From an optimization exercise on the open Yosys and OpenROAD flow, aimed at small area and few clock cycles per item; shortcuts taken in it are not production practice. At most, simulation tests tie the RTL to the original design; equivalence was not proved.

==> flow/design.v (excerpt) <==
module srgb_to_xy_chromaticity #(
  parameter int COMPONENT_BITS  = 8,
  parameter int COORD_FRAC_BITS = 16
) (
  input  logic                      clk,
  input  logic                      rst,
  input  logic                      in_valid,
  output logic                      in_ready,
  input  logic [COMPONENT_BITS-1:0] red,
  input  logic [COMPONENT_BITS-1:0] green,
  input  logic [COMPONENT_BITS-1:0] blue,
  output logic                      out_valid,
  input  logic                      out_ready,
  output logic [srgbxy_pkg::OUT_W-1:0] chroma_x,
  output logic [srgbxy_pkg::OUT_W-1:0] chroma_y,
  output logic                      black_input
);
==> module srgbxy_dcsa, before the edit <==
module srgbxy_dcsa #(
  parameter bit FIRST = 1'b0,   
  parameter bit LAST  = 1'b0    
) (
  input  logic [39:0] a,
  input  logic [39:0] b,
  input  logic [36:0] tn,
  input  logic [3:0]  q,       
  output logic [39:0] s,
  output logic [39:0] c
);
  logic        qpos;
  logic [39:0] tn1, tn2, op, co;
  assign qpos = q[3];
  assign tn1  = {3'b000, tn};
  assign tn2  = {2'b00, tn, 1'b0};
  for (genvar k = 0; k < 40; k++) begin : g_op
    srgbxy_opbit u_op (.t1(tn1[k]), .t2(tn2[k]), .m1(q[0]), .m2(q[1]), .pos(qpos), .op(op[k]));
  end
  if (FIRST) begin : g_first
    srgbxy_csa #(.W(22)) u_csa (.a(a[21:0]), .b(b[21:0]), .c(op[21:0]), .s(s[21:0]), .co(co[21:0]));
    srgbxy_hsa #(.W(15)) u_hsa (.a(a[36:22]), .c(op[36:22]), .s(s[36:22]), .co(co[36:22]));
    assign s[37]     = a[37] ^ op[37];
    assign s[39:38]  = '0;
    assign co[39:37] = '0;
  end else if (!LAST) begin : g_mid
    srgbxy_csa #(.W(35)) u_csa (.a(a[36:2]), .b(b[36:2]), .c(op[36:2]), .s(s[36:2]), .co(co[36:2]));
    srgbxy_hsa #(.W(2)) u_hsa (.a(a[1:0]), .c(op[1:0]), .s(s[1:0]), .co(co[1:0]));
    assign s[37]     = a[37] ^ b[37] ^ op[37];
    assign s[39:38]  = '0;
    assign co[39:37] = '0;
  end else begin : g_last
    srgbxy_csa #(.W(38)) u_csa (.a(a[39:2]), .b(b[39:2]), .c(op[39:2]), .s(s[39:2]), .co(co[39:2]));
    srgbxy_hsa #(.W(2)) u_hsa (.a(a[1:0]), .c(op[1:0]), .s(s[1:0]), .co(co[1:0]));
  end
  assign c = {co[38:0], qpos};
endmodule
==> module srgbxy_opbit, before the edit <==
module srgbxy_opbit (
  input  logic t1,
  input  logic t2,
  input  logic m1,
  input  logic m2,
  input  logic pos,
  output logic op
);
  assign op = ((m1 & t1) | (m2 & t2)) ^ pos;
endmodule
Settings: LEC_CHECK=0, CAP_MARGIN=20, CORE_MARGIN=2, CORE_UTILIZATION=50, CTS_BUF_LIST=sky130_fd_sc_hd__clkbuf_4 sky130_fd_sc_hd__clkbuf_8, CTS_CLUSTER_DIAMETER=60, CTS_CLUSTER_SIZE=16, GPL_TIMING_DRIVEN=0, SETUP_SLACK_MARGIN=0.1, SLEW_MARGIN=20, SYNTH_HIERARCHICAL=1; clock period 8.0 ns.
run.sh (not shown) runs the stock make flow with config.mk's settings and CLKGATE_MAP_FILE= SYNTH_SCRIPT=/design/flow/synth_recipe.tcl, a recipe that flattens the netlist after the stock synthesis.
Edit:
--- a/flow/design.v
+++ b/flow/design.v
@@ -1194,19 +1194,18 @@
   input  logic [36:0] tn,
   input  logic [3:0]  q,       
   output logic [39:0] s,
   output logic [39:0] c
 );
   logic        qpos;
-  logic [39:0] tn1, tn2, op, co;
+  logic [39:0] tn1, tn2, mag, op, co;
   assign qpos = q[3];
   assign tn1  = {3'b000, tn};
   assign tn2  = {2'b00, tn, 1'b0};
-  for (genvar k = 0; k < 40; k++) begin : g_op
-    srgbxy_opbit u_op (.t1(tn1[k]), .t2(tn2[k]), .m1(q[0]), .m2(q[1]), .pos(qpos), .op(op[k]));
-  end
+  assign mag  = ({40{q[0]}} & tn1) | ({40{q[1]}} & tn2);
+  assign op   = mag ^ {40{qpos}};
   if (FIRST) begin : g_first
     srgbxy_csa #(.W(22)) u_csa (.a(a[21:0]), .b(b[21:0]), .c(op[21:0]), .s(s[21:0]), .co(co[21:0]));
     srgbxy_hsa #(.W(15)) u_hsa (.a(a[36:22]), .c(op[36:22]), .s(s[36:22]), .co(co[36:22]));
     assign s[37]     = a[37] ^ op[37];
     assign s[39:38]  = '0;
     assign co[39:37] = '0;
@@ -1320,22 +1319,12 @@
   assign ge0 = (i == 3'd0) ? (e >= -7'sd4) : i[2] ? (e >= -7'sd8) : (e >= -7'sd6);
   assign q[3] = ge1;
   assign q[2] = ~ge0;
   assign q[1] = ge2 | ~gem1;
   assign q[0] = (ge1 & ~ge2) | (gem1 & ~ge0);
 endmodule
-module srgbxy_opbit (
-  input  logic t1,
-  input  logic t2,
-  input  logic m1,
-  input  logic m2,
-  input  logic pos,
-  output logic op
-);
-  assign op = ((m1 & t1) | (m2 & t2)) ^ pos;
-endmodule
 module srgbxy_csa #(
   parameter int W = 8
 ) (
   input  logic [W-1:0] a,
   input  logic [W-1:0] b,
   input  logic [W-1:0] c,
Via count is lower by about 1%. Clock skew went up by 14 ps. Count of clock-buffer cells in the layout came out higher by 3. Flip-flop and latch count does not change. Register-to-register slack got worse by 110 ps. Sequential share of layout area is about the same. Worst hold slack got worse by 24 ps. Final area drops by 0.43%. Synthesized area came out higher by 1.2%. Worst setup slack loses 110 ps.
Testbench counts after the change, summed over its fixed seeds: cycles 16,056, items 16,000.
No functional check of the RTL was part of the first run of this note.

port drivers added, routing unchanged:
How much do the figures lean on ideal ports? The routed layouts below were timed once more, with nothing changed but the port constraints.
Step 1 (the two cells are an assumption about what drives the block):
set clk [get_ports {clk}]
set_driving_cell -lib_cell sky130_fd_sc_hd__clkbuf_16 $clk
set_driving_cell -lib_cell sky130_fd_sc_hd__buf_2 [delete_from_list [all_inputs] $clk]
Step 2 adds t to the input delays and takes it off the output delays; t is the mean of the earliest and latest rising clock arrival at the registers after step 1. Input paths then give back, and output paths get back, about the clock's delay inside the block.
Slacks: no drivers / after step 1 / after step 2; pairs: no drivers / after step 1.
run | t, ns | setup slack, ns | hold slack, ns | worst setup path at the end | worst register clock-pin slew, ns
the first run | 1.018 | 0.258 / 0.258 / -0.361 | 0.291 / 0.291 / 0.291 | input to register | 0.10 / 0.10
the second run | 1.009 | 0.149 / 0.149 / -0.068 | 0.267 / 0.267 / 0.267 | input to register | 0.11 / 0.11
With both steps, setup timing fails in the first run and the second run, where it was met with ideal ports. For the first run, which loses most, drivers alone change the setup slack by 0.000 ns; drivers and shift together by -0.619 ns.
